Context: an optimization exercise on an open-source flow, tuned for small area, a short achievable clock period and few clock cycles. The choices shown serve that exercise and are no tape-out recipe.
At most, simulation tests tie the RTL to the original design; equivalence was not proved.

== rev 12 ==
==> module cubic_engine, before the edit <==
module cubic_engine (
    input  wire        CLK,
    input  wire        v_i,       
    input  wire        u1_i,      
    input  wire [7:0]  p0_i,
    input  wire [7:0]  p1_i,
    input  wire [7:0]  p2_i,
    input  wire [7:0]  p3_i,      
    input  wire [7:0]  f_i,       
    input  wire [7:0]  d0_i,      
    output logic signed [9:0] rnd_o   
);
    logic signed [10:0] a, a_q, a_rest;    
    logic signed [9:0]  w, w_q;            
    logic signed [8:0]  c, c_q;
    logic signed [26:0] h_q;    
    logic [7:0]         f_q;
    logic signed [19:0] h1;
    logic signed [34:0] u_add, u_out;    
    logic signed [34:0] u_mul;
    logic signed [9:0]  rnd;
    logic signed [8:0]  fm_s, fq_s;     
    logic signed [34:0] d_add;
    assign a_rest = 11'sd3 * (11'(p1_i) - 11'(p2_i)) - 11'(p0_i);
    assign a      = a_rest + 11'(p3_i);
    assign w      = 10'(p0_i) + 10'(p2_i) - (10'(p1_i) <<< 1);
    assign c      = 9'(p2_i) - 9'(p0_i);
    assign fm_s = {1'b1, f_i};
    assign fq_s = {1'b0, f_q};
    assign d_add = {2'd0, d0_i, 1'b1, 24'd0};
    assign h1 = a_q * fm_s + (20'(w_q) <<< 8);
    assign u_add = u1_i ? (35'(c_q) <<< 16) : d_add;
    assign u_mul = h_q * fq_s;
    assign u_out = u_mul + u_add;
    assign rnd   = u_out[34:25];
    always_ff @(posedge CLK) begin
        a_q <= a;
        w_q <= w;
        c_q <= c;
        if (v_i) begin
            h_q <= 27'(h1);
            f_q <= f_i;
        end else if (u1_i) begin
            h_q <= u_out[26:0];
        end
        rnd_o <= rnd;
    end
endmodule
==> flow/config.mk <==
export PLATFORM = sky130hd
export DESIGN_NAME = bicubic_column
export DESIGN_NICKNAME = bicubic_column
export VERILOG_FILES = /design/flow/design.v
export SDC_FILE = /design/flow/constraint.sdc
export NUM_CORES = 4
export LEC_CHECK = 0
export ABC_CLOCK_PERIOD_IN_PS = 3500
export CAP_MARGIN = 20
export CORE_MARGIN = 2
export CORE_UTILIZATION = 65
export CTS_BUF_LIST = sky130_fd_sc_hd__clkbuf_4
export SETUP_SLACK_MARGIN = 5.0
export SLEW_MARGIN = 20
==> flow/constraint.sdc <==
create_clock -name core_clock -period 11.0 [get_ports {CLK}]
set_input_delay 2.2000 -clock core_clock [delete_from_list [all_inputs] [get_ports {CLK}]]
set_output_delay 2.2000 -clock core_clock [all_outputs]
set_load 0.01 [all_outputs]
run.sh (not shown) runs the stock make flow with config.mk's settings and CLKGATE_MAP_FILE= SYNTH_SCRIPT=/design/flow/synth_recipe.tcl, a recipe that flattens the netlist after the stock synthesis.
Testbench counts of rev 12, summed over its fixed seeds: cycles 4,462.
What rev 13 does differently from rev 12 at the input level:
--- a/flow/design.v
+++ b/flow/design.v
@@ -65,38 +65,38 @@
     input  wire [7:0]  p2_i,
     input  wire [7:0]  p3_i,      
     input  wire [7:0]  f_i,       
     input  wire [7:0]  d0_i,      
     output logic signed [9:0] rnd_o   
 );
-    logic signed [10:0] a, a_q, a_rest;    
-    logic signed [9:0]  w, w_q;            
-    logic signed [8:0]  c, c_q;
+    logic signed [11:0] a, b, a_q, b_q, a_rest, b_rest;
+    logic signed [9:0]  c, c_q;
     logic signed [26:0] h_q;    
     logic [7:0]         f_q;
     logic signed [19:0] h1;
     logic signed [34:0] u_add, u_out;    
     logic signed [34:0] u_mul;
     logic signed [9:0]  rnd;
-    logic signed [8:0]  fm_s, fq_s;     
+    logic signed [8:0]  fi_s, fq_s;     
     logic signed [34:0] d_add;
-    assign a_rest = 11'sd3 * (11'(p1_i) - 11'(p2_i)) - 11'(p0_i);
-    assign a      = a_rest + 11'(p3_i);
-    assign w      = 10'(p0_i) + 10'(p2_i) - (10'(p1_i) <<< 1);
-    assign c      = 9'(p2_i) - 9'(p0_i);
-    assign fm_s = {1'b1, f_i};
+    assign a_rest = 12'sd3 * (12'(p1_i) - 12'(p2_i)) - 12'(p0_i);
+    assign b_rest = 12'(p0_i) * 12'sd2 - 12'(p1_i) * 12'sd5 + 12'(p2_i) * 12'sd4;
+    assign a      = a_rest + 12'(p3_i);
+    assign b      = b_rest - 12'(p3_i);
+    assign c  = 10'(p2_i) - 10'(p0_i);
+    assign fi_s = {1'b0, f_i};
     assign fq_s = {1'b0, f_q};
     assign d_add = {2'd0, d0_i, 1'b1, 24'd0};
-    assign h1 = a_q * fm_s + (20'(w_q) <<< 8);
+    assign h1 = a_q * fi_s + (20'(b_q) <<< 8);
     assign u_add = u1_i ? (35'(c_q) <<< 16) : d_add;
     assign u_mul = h_q * fq_s;
     assign u_out = u_mul + u_add;
     assign rnd   = u_out[34:25];
     always_ff @(posedge CLK) begin
         a_q <= a;
-        w_q <= w;
+        b_q <= b;
         c_q <= c;
         if (v_i) begin
             h_q <= 27'(h1);
             f_q <= f_i;
         end else if (u1_i) begin
             h_q <= u_out[26:0];
- Status | rev 13 and rev 12 | clean
- Delta (rev 13 minus rev 12): horizontal die dimension now sits higher; count of clock-buffer cells in the layout picked up an extra 7.2%; number of enable-type register cells in the synthesized netlist flat; global-route usage shows an increase of 0.20 points.
- Rev 13 vs rev 12 — aggregate routed wire length rose about 0.5%.
- Comparing rev 13 and rev 12, the lower final area was measured on rev 12.
- Rev 13 ended up with sram_wdata_o[1] as its termination of the worst setup path; rev 12 ended up with sram_wdata_o[0].
- Of rev 13 and rev 12, the run reporting the lower worst reg2reg path depth was rev 12.
- Rev 12 -> rev 13: count of cells resized by post-cts repair delta 0, exact match
- Fraction of the cycle the final worst path needs was higher in rev 13 than in rev 12.
- [compare] base=rev 12 new=rev 13: via count +about 1.5%, slew at the pin with the worst max-slew slack +0.068 ns, met2 demand-to-capacity share in global routing +0.38 points.
- Rev 13 vs rev 12, number of unique standard cell types used by synthesis went up by 2.
Only the layout flow was run in rev 13; the RTL was not checked for function there.


The RTL this note starts from:
==> flow/design.v <==
`default_nettype none
package scaler_pkg;
    localparam int IMG_W      = 100;
    localparam int ROW_W      = 7;    
    localparam int ADDR_W     = 14;
    localparam int TABLE_ROW  = 101;  
    localparam int RESULT_COL = 1;
    localparam int CREDITS    = 2;    
    localparam int DIV_CYCLES = 8;    
    localparam int SPAN_W     = 6;    
    typedef enum logic [1:0] {
        REQ_TABLE = 2'd0,
        REQ_WB    = 2'd1,
        REQ_FETCH = 2'd2
    } sram_req_t;
endpackage
`default_nettype wire
`default_nettype none
package cubic_pkg;
    localparam int PIX_W  = 8;
    localparam int FRAC_W = 8;    
    typedef logic [PIX_W-1:0]  pixel_t;
    typedef logic [FRAC_W-1:0] frac_t;
    localparam int COEF_W      = 12;   
    localparam int ACC_W       = 36;   
    localparam int ROUND_SHIFT = 25;   
endpackage
`default_nettype wire
`timescale 1ns/1ps
`default_nettype none
module frac_divider (
    input  wire       CLK,
    input  wire       load_i,
    input  wire [5:0] ld_x_i,
    input  wire [5:0] ld_d_i,
    input  wire [5:0] d_i,
    input  wire       step_i,
    output logic [7:0] quot_o,
    output logic [5:0] rem_o
);
    logic [7:0] t1, t2;    
    logic [5:0] r1;
    assign t1 = {1'b0, rem_o, 1'b0} - {2'b0, d_i};
    assign r1 = t1[7] ? {rem_o[4:0], 1'b0} : t1[5:0];
    assign t2 = {1'b0, r1, 1'b0} - {2'b0, d_i};
    always_ff @(posedge CLK) begin
        if (load_i) begin
            rem_o  <= (ld_x_i == ld_d_i) ? 6'd0 : ld_x_i;
            quot_o <= '0;
        end else if (step_i) begin
            rem_o  <= t2[7] ? {r1[4:0], 1'b0} : t2[5:0];
            quot_o <= {quot_o[5:0], !t1[7], !t2[7]};
        end
    end
endmodule
`default_nettype wire
`timescale 1ns/1ps
`default_nettype none
module cubic_engine (
    input  wire        CLK,
    input  wire        v_i,       
    input  wire        u1_i,      
    input  wire [7:0]  p0_i,
    input  wire [7:0]  p1_i,
    input  wire [7:0]  p2_i,
    input  wire [7:0]  p3_i,      
    input  wire [7:0]  f_i,       
    input  wire [7:0]  d0_i,      
    input  wire [7:0]  c0_i,      
    input  wire [7:0]  c2_i,      
    output logic signed [9:0] rnd_o   
);
    logic signed [10:0] a, a_q, a_rest;    
    logic signed [9:0]  w, w_q;            
    logic signed [8:0]  c;
    logic signed [26:0] h_q;    
    logic [7:0]         f_q;
    logic signed [19:0] h1;
    logic signed [34:0] u_add, u_out;    
    logic signed [34:0] u_mul;
    logic signed [9:0]  rnd;
    logic signed [8:0]  fm_s, fq_s;     
    logic signed [34:0] d_add;
    assign a_rest = 11'sd3 * (11'(p1_i) - 11'(p2_i)) - 11'(p0_i);
    assign a      = a_rest + 11'(p3_i);
    assign w      = 10'(p0_i) + 10'(p2_i) - (10'(p1_i) <<< 1);
    assign c      = 9'(c2_i) - 9'(c0_i);
    assign fm_s = {1'b1, f_i};
    assign fq_s = {1'b0, f_q};
    assign d_add = {2'd0, d0_i, 1'b1, 24'd0};
    assign h1 = a_q * fm_s + (20'(w_q) <<< 8);
    assign u_add = u1_i ? (35'(c) <<< 16) : d_add;
    assign u_mul = h_q * fq_s;
    assign u_out = u_mul + u_add;
    assign rnd   = u_out[34:25];
    always_ff @(posedge CLK) begin
        a_q <= a;
        w_q <= w;
        if (v_i) begin
            h_q <= 27'(h1);
            f_q <= f_i;
        end else if (u1_i) begin
            h_q <= u_out[26:0];
        end
        rnd_o <= rnd;
    end
endmodule
`default_nettype wire
`timescale 1ns/1ps
`default_nettype none
import scaler_pkg::*;
import cubic_pkg::*;
module bicubic_column (
    input  wire                           CLK,
    input  wire                           RST,
    input  wire [scaler_pkg::ROW_W-1:0]   v0_i,
    input  wire [scaler_pkg::ROW_W-1:0]   h0_i,
    input  wire [scaler_pkg::SPAN_W-1:0]  sh_i,
    input  wire [scaler_pkg::SPAN_W-1:0]  th_i,
    output logic [scaler_pkg::ADDR_W-1:0] rom_addr_o,
    input  wire cubic_pkg::pixel_t        rom_data_i,
    output logic                          sram_cen_o,
    output logic                          sram_wen_o,
    output logic [scaler_pkg::ADDR_W-1:0] sram_addr_o,
    output cubic_pkg::pixel_t             sram_wdata_o,
    input  wire cubic_pkg::pixel_t        sram_rdata_i,
    output logic                          done_o
);
    logic        w0;               
    logic [5:0]  dd_q;             
    logic [5:0]  sm1_q;            
    logic        w0_q;
    logic [7:0]  q_tab, q_row;     
    logic [5:0]  r_tab, r_row;     
    logic [2:0]  cnt_q;            
    logic        div_ok;
    logic        r0w_q;            
    logic [13:0] addr_q;           
    logic        rv_q;             
    logic [7:0]  win [4];          
    logic [7:0]  wn [4];           
    logic        fetch;
    logic        ph_q;             
    logic        issue;
    logic [5:0]  ji_q;             
    logic        last;             
    logic        all_in_q;
    logic [5:0]  r_q;              
    logic [7:0]  f_q;              
    logic [5:0]  g_q;              
    logic [7:0]  rs, gs;           
    logic        u1_q, u2_q, wv_q;
    logic        s1_q, s2_q;       
    logic        eng_done_q, rd_done_q, rdw;
    logic [5:0]  jw_q;             
    logic [7:0]  res;
    logic signed [9:0] rnd;
    logic [5:0]  k_q;
    logic [7:0]  t_q;
    logic [5:0]  ta_q;
    logic        tab_done_q;
    logic [7:0]  ts;
    logic        tw;
    assign w0 = (sh_i == th_i);
    always_ff @(posedge CLK) begin
        if (RST) begin
            dd_q  <= th_i - 6'd1;
            sm1_q <= sh_i - 6'd1;
            w0_q  <= w0;
        end
    end
    frac_divider u_div_tab (
        .CLK(CLK), .load_i(RST), .ld_x_i(6'd1), .ld_d_i(th_i - 6'd1), .d_i(dd_q),
        .step_i(!div_ok), .quot_o(q_tab), .rem_o(r_tab)
    );
    frac_divider u_div_row (
        .CLK(CLK), .load_i(RST), .ld_x_i(sh_i - 6'd1), .ld_d_i(th_i - 6'd1), .d_i(dd_q),
        .step_i(!div_ok), .quot_o(q_row), .rem_o(r_row)
    );
    assign div_ok = cnt_q >= 3'd4;
    always_ff @(posedge CLK) begin
        if (RST)                cnt_q <= '0;
        else if (cnt_q != 3'd5) cnt_q <= cnt_q + 3'd1;
    end
    assign issue = ph_q && !all_in_q;
    assign last  = (ji_q + 6'd1 == dd_q);
    assign rs    = {2'b0, r_q} + {2'b0, sm1_q} - {2'b0, dd_q};
    assign gs    = {2'b0, g_q} + {2'b0, r_row} - {2'b0, dd_q};
    always_ff @(posedge CLK) begin
        if (RST) begin
            ph_q     <= 1'b0;
            ji_q     <= 6'd1;
            all_in_q <= (th_i == 6'd2);
            r_q      <= w0 ? 6'd0 : sh_i - 6'd1;
        end else begin
            ph_q <= (cnt_q == 3'd4) || (cnt_q == 3'd5 && !ph_q);
            if (issue) begin
                ji_q     <= ji_q + 6'd1;
                all_in_q <= last;
                r_q      <= rs[7] ? 6'(rs + {2'b0, dd_q}) : rs[5:0];
            end
        end
    end
    always_ff @(posedge CLK) begin
        if (cnt_q == 3'd4) begin
            f_q <= q_row;
            g_q <= r_row;
        end else if (issue) begin
            f_q <= f_q + q_row + {7'd0, !gs[7]};
            g_q <= gs[7] ? 6'(gs + {2'b0, dd_q}) : gs[5:0];
        end
    end
    assign fetch      = (cnt_q < 3'd4) || (issue && !rs[7] && !last);
    assign rom_addr_o = addr_q;
    always_ff @(posedge CLK) begin
        if (RST) begin
            addr_q <= 14'(v0_i) * 14'd100 + 14'(h0_i) - (w0 ? 14'd0 : 14'd100);
            rv_q   <= 1'b0;
        end else begin
            rv_q <= fetch;
            if (fetch) addr_q <= addr_q + 14'd100;
        end
        for (int i = 0; i < 4; i++) win[i] <= wn[i];
    end
    always_comb begin
        if (rv_q) begin
            wn[0] = win[1];
            wn[1] = win[2];
            wn[2] = win[3];
            wn[3] = rom_data_i;
        end else begin
            for (int i = 0; i < 4; i++) wn[i] = win[i];
        end
    end
    always_ff @(posedge CLK) begin
        if (RST) begin
            u1_q <= 1'b0;
            u2_q <= 1'b0;
            wv_q <= 1'b0;
        end else begin
            u1_q <= issue;
            u2_q <= u1_q;
            wv_q <= u2_q;
        end
        s1_q <= issue && fetch;
        s2_q <= s1_q;
    end
    cubic_engine u_eng (
        .CLK(CLK), .v_i(issue), .u1_i(u1_q),
        .p0_i(wn[0]), .p1_i(wn[1]), .p2_i(wn[2]), .p3_i(wn[3]), .f_i(f_q),
        .d0_i(s2_q ? win[0] : win[1]), .c0_i(win[0]), .c2_i(win[2]), .rnd_o(rnd)
    );
    assign res = rnd[9] ? 8'd0 : rnd[8] ? 8'hff : rnd[7:0];
    assign rdw = all_in_q && !rd_done_q && cnt_q == 3'd5 && !wv_q && !r0w_q;
    assign tw  = !tab_done_q && div_ok && !wv_q && !r0w_q && !rdw;
    assign ts = {2'b0, ta_q} + {2'b0, r_tab} - {2'b0, dd_q};
    always_ff @(posedge CLK) begin
        if (RST) begin
            k_q        <= '0;
            t_q        <= '0;
            ta_q       <= '0;
            tab_done_q <= 1'b0;
        end else if (tw) begin
            k_q        <= k_q + 6'd1;
            t_q        <= t_q + q_tab + {7'd0, !ts[7]};
            ta_q       <= ts[7] ? 6'(ts + {2'b0, dd_q}) : ts[5:0];
            tab_done_q <= (k_q + 6'd1 == dd_q);
        end
    end
    assign sram_cen_o   = !(wv_q || r0w_q || rdw || tw);
    assign sram_wen_o   = sram_cen_o;
    assign sram_addr_o  = wv_q  ? {1'b0, jw_q, 7'd1} :
                          r0w_q ? 14'd1 :
                          rdw   ? {1'b0, dd_q, 7'd1} : {7'd101, 1'b0, k_q};
    assign sram_wdata_o = wv_q  ? res :
                          r0w_q ? (w0_q ? win[0] : win[1]) :
                          rdw   ? (dd_q == 6'd1 ? win[1] : win[2]) : t_q;
    always_ff @(posedge CLK) begin
        r0w_q <= !RST && (cnt_q == 3'd4);
        if (RST) begin
            jw_q       <= 6'd1;
            eng_done_q <= (th_i == 6'd2);
            rd_done_q  <= 1'b0;
        end else begin
            if (wv_q) begin
                jw_q <= jw_q + 6'd1;
                if (jw_q + 6'd1 == dd_q) eng_done_q <= 1'b1;
            end
            if (rdw) rd_done_q <= 1'b1;
        end
    end
    assign done_o = eng_done_q && rd_done_q && tab_done_q;
endmodule
`default_nettype wire
export LEC_CHECK = 0
export ABC_CLOCK_PERIOD_IN_PS = 3500
export CAP_MARGIN = 20
export CORE_MARGIN = 2
export CORE_UTILIZATION = 65
export CTS_BUF_LIST = sky130_fd_sc_hd__clkbuf_4
export SLEW_MARGIN = 20
create_clock -name core_clock -period 11.0 [get_ports {CLK}]
standard.sh (not shown) runs the stock make flow with config.mk's settings and CLKGATE_MAP_FILE= SYNTH_SCRIPT=/design/flow/synth_recipe.tcl, a recipe that flattens the netlist after the stock synthesis.
==> flow/flow/run.sh <==
#!/bin/bash
set -euo pipefail
export SETUP_SLACK_MARGIN=5.3
export BUFFER_PORTS_ARGS="-buffer_cell sky130_fd_sc_hd__buf_1"
export CTS_ARGS="-sink_clustering_enable -repair_clock_nets -dont_use_dummy_load -buf_list sky130_fd_sc_hd__clkbuf_8 -sink_clustering_size 16 -sink_clustering_max_diameter 50"
bash standard.sh > standard.log 2>&1
Testbench counts at the start, summed over its fixed seeds: cycles 4,462.
Then changed:
--- a/flow/design.v
+++ b/flow/design.v
@@ -70,40 +70,39 @@
     input  wire [7:0]  c2_i,      
     output logic signed [9:0] rnd_o   
 );
     logic signed [10:0] a, a_q, a_rest;    
     logic signed [9:0]  w, w_q;            
     logic signed [8:0]  c;
-    logic signed [26:0] h_q;    
+    logic [26:0]        h_q;    
     logic [7:0]         f_q;
     logic signed [19:0] h1;
     logic signed [34:0] u_add, u_out;    
     logic signed [34:0] u_mul;
     logic signed [9:0]  rnd;
-    logic signed [8:0]  fm_s, fq_s;     
+    logic signed [8:0]  fm_s;           
     logic signed [34:0] d_add;
     assign a_rest = 11'sd3 * (11'(p1_i) - 11'(p2_i)) - 11'(p0_i);
     assign a      = a_rest + 11'(p3_i);
     assign w      = 10'(p0_i) + 10'(p2_i) - (10'(p1_i) <<< 1);
     assign c      = 9'(c2_i) - 9'(c0_i);
     assign fm_s = {1'b1, f_i};
-    assign fq_s = {1'b0, f_q};
     assign d_add = {2'd0, d0_i, 1'b1, 24'd0};
     assign h1 = a_q * fm_s + (20'(w_q) <<< 8);
     assign u_add = u1_i ? (35'(c) <<< 16) : d_add;
-    assign u_mul = h_q * fq_s;
-    assign u_out = u_mul + u_add;
+    assign u_mul = 35'(h_q) * 35'(f_q);
+    assign u_out = u_mul + (u_add - (35'(f_q) << 26));
     assign rnd   = u_out[34:25];
     always_ff @(posedge CLK) begin
         a_q <= a;
         w_q <= w;
         if (v_i) begin
-            h_q <= 27'(h1);
+            h_q <= {~h1[19], {7{h1[19]}}, h1[18:0]};
             f_q <= f_i;
         end else if (u1_i) begin
-            h_q <= u_out[26:0];
+            h_q <= {~u_out[26], u_out[25:0]};
         end
         rnd_o <= rnd;
     end
 endmodule
 `default_nettype wire
 `timescale 1ns/1ps
Outcome: The changed run completed without violations. Design area went up by 1.2%. Worst hold slack got worse by 0.0076 ns. Global-route usage goes up by 0.79 points. Via count came out higher by 1.5%. Setup slack is worse by 0.076 ns. Die area stays flat. Critical path depth is unchanged. Register-to-register slack gets worse by 0.08 ns.
The RTL of the second run of this note was laid out without a check of its function.

afterwards: timing with drivers on the ports:
In the flow no input, the clock included, has a driving cell. The finished layouts below were timed again as built, in two steps. Step 1 (the two cells are an assumption about what drives the block):
set clk [get_ports {CLK}]
set_driving_cell -lib_cell sky130_fd_sc_hd__clkbuf_16 $clk
set_driving_cell -lib_cell sky130_fd_sc_hd__buf_2 [delete_from_list [all_inputs] $clk]
Step 2 adds t to the input delays and takes it off the output delays; t is the mean of the earliest and latest rising clock arrival at the registers after step 1. Input paths then give back, and output paths get back, about the clock's delay inside the block. a / b / c = ideal ports / drivers / drivers and shift; a / b = the first two.
run	shift t [ns]	setup slack, ns	clock arrival spread, ns	worst data-port slew with drivers (ns)	cell pins on the clock port's net
rev 12	0.754	5.227 / 5.175 / 4.558	0.061 / 0.062	0.04	1
rev 13	0.776	5.183 / 5.129 / 4.665	0.053 / 0.053	0.07	1
the first run of note 2	0.645	5.438 / 5.438 / 5.059	0.088 / 0.088	0.08	1
the second run of note 2	0.587	5.361 / 5.361 / 5.088	0.040 / 0.040	0.08	1
After both steps setup and hold are still met in every run listed. The setup slack of rev 12, which loses most, moves by -0.052 ns with the drivers and by -0.669 ns with both steps.
